This design comes from an exercise in tuning for a short achievable clock period and few clock cycles on the open sky130 flow, not from production work. The RTL was checked by simulation tests, not by an equivalence proof against the original design. No activity file was given, so power comes from the tool's default toggle rates.

===== flow/run.sh =====
#!/bin/bash
# synth_recipe.tcl (not shown) runs the flow's synth.tcl, then flattens the netlist and writes it again
# the make line also repeats each setting of config.mk as NAME=value (left out here)
make -C /OpenROAD-flow-scripts/flow DESIGN_CONFIG=/design/flow/config.mk WORK_HOME=/design/flow/orfs CLKGATE_MAP_FILE= SYNTH_SCRIPT=/design/flow/synth_recipe.tcl finish

===== flow/constraint.sdc =====
create_clock -name core_clock -period 6.0 [get_ports {clk}]
set_input_delay 1.2000 -clock core_clock [delete_from_list [all_inputs] [get_ports {clk}]]
set_output_delay 1.2000 -clock core_clock [all_outputs]
set_load 0.01 [all_outputs]

===== flow/config.mk =====
export PLATFORM = sky130hd
export DESIGN_NAME = subleq_mc_core
export DESIGN_NICKNAME = subleq_mc_core
export VERILOG_FILES = /design/flow/design.v
export SDC_FILE = /design/flow/constraint.sdc
export NUM_CORES = 4
export LEC_CHECK = 0
export CAP_MARGIN = 20
export CORE_MARGIN = 2
export CORE_UTILIZATION = 40
export SLEW_MARGIN = 20

===== flow/design.v =====
package subleq_pkg;
    localparam int OP_W   = 2;
    localparam int COND_W = 64;
    typedef enum logic [1:0] {
        OP_SUB = 2'b00,
        OP_IMM = 2'b01,
        OP_IN  = 2'b10,
        OP_OUT = 2'b11
    } op_e;
    typedef enum logic [2:0] {
        ST_FETCH,
        ST_RD_A,
        ST_RD_B,
        ST_EXEC,
        ST_WAIT_IN,
        ST_WAIT_OUT,
        ST_HALT
    } state_e;
    function automatic int instr_width(input int addr_w, input int iaddr_w);
        instr_width = OP_W + 2 * addr_w + iaddr_w;
    endfunction
    function automatic int field_c_lsb();
        field_c_lsb = 0;
    endfunction
    function automatic int field_b_lsb(input int iaddr_w);
        field_b_lsb = iaddr_w;
    endfunction
    function automatic int field_a_lsb(input int addr_w, input int iaddr_w);
        field_a_lsb = iaddr_w + addr_w;
    endfunction
    function automatic int field_op_lsb(input int addr_w, input int iaddr_w);
        field_op_lsb = iaddr_w + 2 * addr_w;
    endfunction
    function automatic logic branch_taken(input logic signed [COND_W-1:0] r);
        branch_taken = (r <= 0);
    endfunction
endpackage
module subleq_dmem #(
    parameter int DATA_W = 8,
    parameter int ADDR_W = 8
) (
    input  logic              clk,
    input  logic              we,
    input  logic [ADDR_W-1:0] addr,
    input  logic [DATA_W-1:0] d,
    output logic [DATA_W-1:0] q
);
    logic [DATA_W-1:0] mem [2**ADDR_W];
    always_ff @(posedge clk) begin
        if (we) begin
            mem[addr] <= d;
        end
        q <= mem[addr];
    end
endmodule
module subleq_mc_core #(
    parameter int DATA_W  = 8,
    parameter int ADDR_W  = 8,
    parameter int IADDR_W = 8
) (
    input  logic                              clk,
    input  logic                              rst,
    output logic [IADDR_W-1:0]                imem_addr,
    input  logic [2+2*ADDR_W+IADDR_W-1:0]     imem_data,
    input  logic [DATA_W-1:0]                 in_data,
    input  logic                              in_valid,
    output logic                              in_ready,
    output logic [DATA_W-1:0]                 out_data,
    output logic                              out_valid,
    input  logic                              out_ready,
    output logic                              halted
);
    localparam int INSTR_W = subleq_pkg::instr_width(ADDR_W, IADDR_W);
    localparam int C_LSB   = subleq_pkg::field_c_lsb();
    localparam int B_LSB   = subleq_pkg::field_b_lsb(IADDR_W);
    localparam int A_LSB   = subleq_pkg::field_a_lsb(ADDR_W, IADDR_W);
    localparam int OP_LSB  = subleq_pkg::field_op_lsb(ADDR_W, IADDR_W);
    subleq_pkg::state_e               state;
    logic [IADDR_W-1:0]   pc;
    logic [INSTR_W-1:0]   ir;
    logic [DATA_W-1:0]    a_q;
    logic [DATA_W-1:0]    b_q;
    subleq_pkg::op_e                  ir_op;
    logic [ADDR_W-1:0]    ir_a;
    logic [ADDR_W-1:0]    ir_b;
    logic [IADDR_W-1:0]   ir_c;
    logic [ADDR_W-1:0]    fetch_a;
    logic signed [ADDR_W-1:0] imm_s;
    logic [DATA_W-1:0]    imm_ext;
    logic [DATA_W-1:0]    exec_r;
    logic [IADDR_W-1:0]   pc_inc;
    logic                 br_take;
    logic [ADDR_W-1:0]    ram_addr;
    logic [DATA_W-1:0]    ram_d;
    logic [DATA_W-1:0]    ram_q;
    logic                 ram_we;
    assign imem_addr = pc;
    assign ir_op     = subleq_pkg::op_e'(ir[OP_LSB +: subleq_pkg::OP_W]);
    assign ir_a      = ir[A_LSB +: ADDR_W];
    assign ir_b      = ir[B_LSB +: ADDR_W];
    assign ir_c      = ir[C_LSB +: IADDR_W];
    assign fetch_a   = imem_data[A_LSB +: ADDR_W];
    assign imm_s     = signed'(ir_b);
    assign imm_ext   = DATA_W'(imm_s);
    assign exec_r    = (ir_op == subleq_pkg::OP_IMM) ? (a_q - imm_ext) : (b_q - a_q);
    assign pc_inc    = pc + IADDR_W'(1);
    always_comb begin
        br_take = 1'b0;
        if (state == subleq_pkg::ST_EXEC) begin
            br_take = subleq_pkg::branch_taken(subleq_pkg::COND_W'(signed'(exec_r)));
        end else if (state == subleq_pkg::ST_WAIT_IN) begin
            br_take = subleq_pkg::branch_taken(subleq_pkg::COND_W'(signed'(in_data)));
        end
    end
    always_comb begin
        ram_addr = ir_a;
        ram_d    = exec_r;
        ram_we   = 1'b0;
        case (state)
            subleq_pkg::ST_FETCH:   ram_addr = fetch_a;
            subleq_pkg::ST_RD_A:    ram_addr = ir_b;
            subleq_pkg::ST_EXEC: begin
                ram_addr = (ir_op == subleq_pkg::OP_IMM) ? ir_a : ir_b;
                ram_we   = 1'b1;
            end
            subleq_pkg::ST_WAIT_IN: begin
                ram_addr = ir_b;
                ram_d    = in_data;
                ram_we   = in_valid;
            end
            default: ;
        endcase
        if (rst) begin
            ram_we = 1'b0;
        end
    end
    subleq_dmem #(
        .DATA_W (DATA_W),
        .ADDR_W (ADDR_W)
    ) u_dmem (
        .clk  (clk),
        .we   (ram_we),
        .addr (ram_addr),
        .d    (ram_d),
        .q    (ram_q)
    );
    always_ff @(posedge clk) begin
        if (rst) begin
            state     <= subleq_pkg::ST_FETCH;
            pc        <= '0;
            out_valid <= 1'b0;
            out_data  <= '0;
            in_ready  <= 1'b0;
            halted    <= 1'b0;
        end else begin
            case (state)
                subleq_pkg::ST_FETCH: begin
                    ir    <= imem_data;
                    state <= subleq_pkg::ST_RD_A;
                end
                subleq_pkg::ST_RD_A: begin
                    a_q <= ram_q;
                    if (ir_op == subleq_pkg::OP_OUT) begin
                        out_data  <= ram_q;
                        out_valid <= 1'b1;
                        state     <= subleq_pkg::ST_WAIT_OUT;
                    end else begin
                        state <= subleq_pkg::ST_RD_B;
                    end
                end
                subleq_pkg::ST_RD_B: begin
                    b_q <= ram_q;
                    if (ir_op == subleq_pkg::OP_IN) begin
                        in_ready <= 1'b1;
                        state    <= subleq_pkg::ST_WAIT_IN;
                    end else begin
                        state <= subleq_pkg::ST_EXEC;
                    end
                end
                subleq_pkg::ST_EXEC, subleq_pkg::ST_WAIT_IN: begin
                    if (state == subleq_pkg::ST_EXEC || in_valid) begin
                        in_ready <= 1'b0;
                        if (br_take && ir_c == pc) begin
                            halted <= 1'b1;
                            state  <= subleq_pkg::ST_HALT;
                        end else begin
                            pc    <= br_take ? ir_c : pc_inc;
                            state <= subleq_pkg::ST_FETCH;
                        end
                    end
                end
                subleq_pkg::ST_WAIT_OUT: begin
                    if (out_ready) begin
                        out_valid <= 1'b0;
                        pc        <= pc_inc;
                        state     <= subleq_pkg::ST_FETCH;
                    end
                end
                subleq_pkg::ST_HALT: ;
                default: state <= subleq_pkg::ST_FETCH;
            endcase
        end
    end
endmodule

==> out/results.ini <==
[pwr]
power.internal_w = 0.0279
p_per_area_nw_per_um2 = 421
pwr-share-clk_pct = 31.6
sw_frac_of_total_pct = 30.7
switching_power_w = 0.0123
irDropWorstVdd_mv = 0.381
power.share.sequential_pct = 45.0
p_leak_nw = 31.1
comb_power_share_pct = 23.4

[placed_design]
placed_area_um2 = 89100
gp_congestion = 0.912
dp_hpwl_mm = 139
port_buffers = 56

[routing]
drtAntennaViolNets = 0
drc_errors = 0
drtPass1Iterations = 6
drtIter0Drc = 5824
wl_per_cell_um = 28.0
routed_wl_mm = 225
vias = 46200
viasPerCell = 5.77

[final_layout]
layout-drive-gt1-share_pct = 16.9
nNetsFinal = 5105
final_area_um2 = 95800
final_common_cell = edfxtp_1
final_cell_mix = edfxtp_1, nand2_1, nor2_1, mux2i_1, mux4_2
fill_cells = 17700
area_growth_pct = 14.3

[setup_path]
cp.required_ns = 6.68
worstPathMaxFanout = 29
arrival_ns = 5.94
path_class = flip-flop to flip-flop
critPathLaunchType = flip-flop
slowest_stage = dfxtp_1
max_stage_delay_ns = 0.83
crit_chain = inv_1 > o211ai_1 > nand4_1 > buf_12 > nand3_1 > buf_4 > buf_4 > o22ai_1 > o41ai_1 > o21ai_0 > o21ai_0 > nand4b_1
crit_path_end_kind = flip-flop

[synth]
synthFlopType = edfxtp_1
yosysTopAreaCellShare_pct = 74.9
synth-seq-area-share_pct = 75.6
synthesis.nets = 4822
avgSynthCellArea_um2 = 17.6
synth_cells = 4767
syn_area_um2 = 83800
yosysUniqueCellTypes = 90
ys_seq_elements = 2120
ys_warn_count = 2
synth_edf_count = 2090
async_flop_share_pct = 0
synthTopCellsByArea = edfxtp_1, mux4_2, mux2i_1, nand2_1, nor2_1
yosysTopAreaCell = edfxtp_1

[flow_run]
max_cap_viol_count = 0

[timing]
maxSlewViolCount = 0
fin_skew_ns = 0.0363
final-hold-violation-count = 0
fmax_mhz = 190
fin_setup_tns_ns = 0
fin_crit_sh_pct = 87.7
rsz0062_at_grt = no
finalCriticalPeriod_ns = 5.26
setup_viol = 0
slew_headroom_pct = 24.1
worstMarginPinSlew_ns = 1.14

[cts]
hold_buffers = 0
cts_root_buf = clkbuf_16
cts_tree = built
cts_max_level = 4
clk_pin_slew_ns = 0.06
numCtsBuffers = 208
clkSinkCount = 2120
ctsResizeCount = 0
post_cts_buffers = 0
cts_buffer_depth = 3
worstSkewPairLatency_ns = 0.86

[die]
num_rows = 167
core-area_um2 = 208000
start_util_pct = 40.3
fp.dieW_um = 462
die_h_um = 462
die-area_um2 = 213000
ios = 57

[global_route]
antenna_found_initial = 11
grt_pass1_vias = 45100
grt_max_degree = 207
grt_usage_pct = 20.9
grt_pass1_wl_mm = 324
grt_overflow_total = 0

[worst_hold_path]
hp-class = flip-flop to flip-flop

[run_status]
status = complete, no violations

[power by group through the flow]
stage	Clock, W	Combinational, W	Sequential, W
2_1_floorplan	0	0.00543	0.0186
3_3_place_gp	0	0.00926	0.0184
3_5_place_dp	0	0.00940	0.0184
4_1_cts	0.0129	0.00942	0.0181
5_1_grt	0.0135	0.00990	0.0181
6_report	0.0127	0.00943	0.0181
[synthesized netlist by cell type, types with 7 or more instances]
master / number
nand2_1: 450
nor4_1: 39
a32o_1: 8
mux4_2: 254
a31o_2: 12
dfxtp_1: 30
a31oi_1: 43
nand4b_1: 8
clkbuf_1: 101
mux2i_1: 347
o311a_1: 7
a221oi_1: 24
nand2b_1: 11
inv_1: 31
o22ai_1: 136
o211ai_1: 19
o21ai_0: 57
and3_1: 52
ha_1: 15
a311oi_1: 13
a211oi_1: 11
a22oi_1: 36
nor2_1: 373
mux4_1: 9
o41ai_1: 20
xnor2_1: 10
a21oi_1: 33
nor3_1: 37
a221o_1: 8
buf_1: 33
buf_6: 18
buf_4: 35
nand4_1: 49
a32oi_1: 33
edfxtp_1: 2090
nor2b_1: 10
nand3_1: 132
buf_2: 73
[worst paths after layout]
kind / end / cells after the start / from / slack [ns]
max: u_dmem.q[2]$_DFF_P_ / 12 / state[0]$_SDFFE_PP0P_ / 0.74
min: halted$_SDFFE_PP0P_ / 2 / halted$_SDFFE_PP0P_ / 0.48
max reg2reg: u_dmem.q[2]$_DFF_P_ / 12 / state[0]$_SDFFE_PP0P_ / 0.74
min reg2reg: halted$_SDFFE_PP0P_ / 2 / halted$_SDFFE_PP0P_ / 0.48
[critical path, delay by kind of cell, from the launching register on]
kind	cells	cell delay, ns
buffers and inverters	4	1.27
AO/OA/AOI/OAI	5	1.99
AND/OR/NAND/NOR	3	0.96
flip-flops	1	0.83
[layer usage]
metal | wire length (um) | global-route usage (%) | part of all wire, %
met1 | 95400 | 30.0 | 42
met2 | 103000 | 32.1 | 46
met3 | 19100 | 4.22 | 8.5
met4 | 6840 | 6.40 | 3.0
met5 | 80 | 0 | 0.036
[logic make-up (layout without fill, tap and decap cells)]
family                   count (synthesis)  after routing  share of synthesized area [%]
AND/OR/NAND/NOR                       1191           1191                           6.28
buffers and inverters                  301            764                           1.93
multiplexers                           610            610                           11.3
AO/OA/AOI/OAI                          516            516                           4.49
adder cells (fa/ha/maj)                 17             17                          0.272
flip-flops                            2120           2120                           75.6
other                                    0              3                              0
XOR/XNOR                                12             12                          0.125
[sequential cells by signal, summed over array words and instances (netlist names)]
name,count
u_dmem.mem,2048
halted,1
ir,26
b_q,8
pc,8
in_ready,1
state,3
out_valid,1
a_q,8
u_dmem.q,8
out_data,8
[metrics by stage]
stage	hold slack, ns	std cells	total power (W)	setup slack [ns]	util, %
CTS	0.488	8018	0.0404	0.772	46.1
finish	0.485	8021	0.0403	0.739	46.1
detailed placement	0.480	7628	0.0278	0.184	42.9
floorplan	0.425	4767	0.0240	-2.54	-
global placement	0.468	7627	0.0277	0.192	42.9
global route	0.507	8019	0.0415	0.433	46.1
[layout make-up]
| class | count | area, um^2 | area share, % |
|---|---|---|---|
| Multi-Input combinational cell | 2346 | 18900 | 19.8 |
| Clock buffer | 269 | 5490 | 5.73 |
| Tap cell | 2788 | 3490 | 3.64 |
| Sequential cell | 2120 | 63400 | 66.2 |
| Clock inverter | 121 | 1120 | 1.17 |
| Antenna cell | 3 | 7.51 | 0.00784 |
| Inverter | 32 | 120 | 0.125 |
| Timing Repair Buffer | 342 | 3240 | 3.38 |
Testbench counts, summed over its fixed seeds: cycles 116,280.

[separate check: timing with driven ports]
In the flow no input, the clock included, has a driving cell. The finished layout below was timed again as built, in two steps. Step 1 assumes that a clkbuf_16 drives the clock port and a buf_2 every other input. Step 2 times the ports against the registers' clock, not the clock port: input delays grow and output delays shrink by t, the midpoint of the rising clock arrivals with the driver on. Three values: no drivers, after step 1, after step 2; two values: the first two.
shift t [ns]: 0.933
setup slack, ns: 0.739 / 0.739 / 0.102
hold WS [ns]: 0.485 / 0.485 / 0.485
worst data-port slew with drivers (ns): 0.06
After both steps this run still meets setup and hold. For this run, drivers alone change the setup slack by 0.000 ns; drivers and shift together by -0.637 ns.
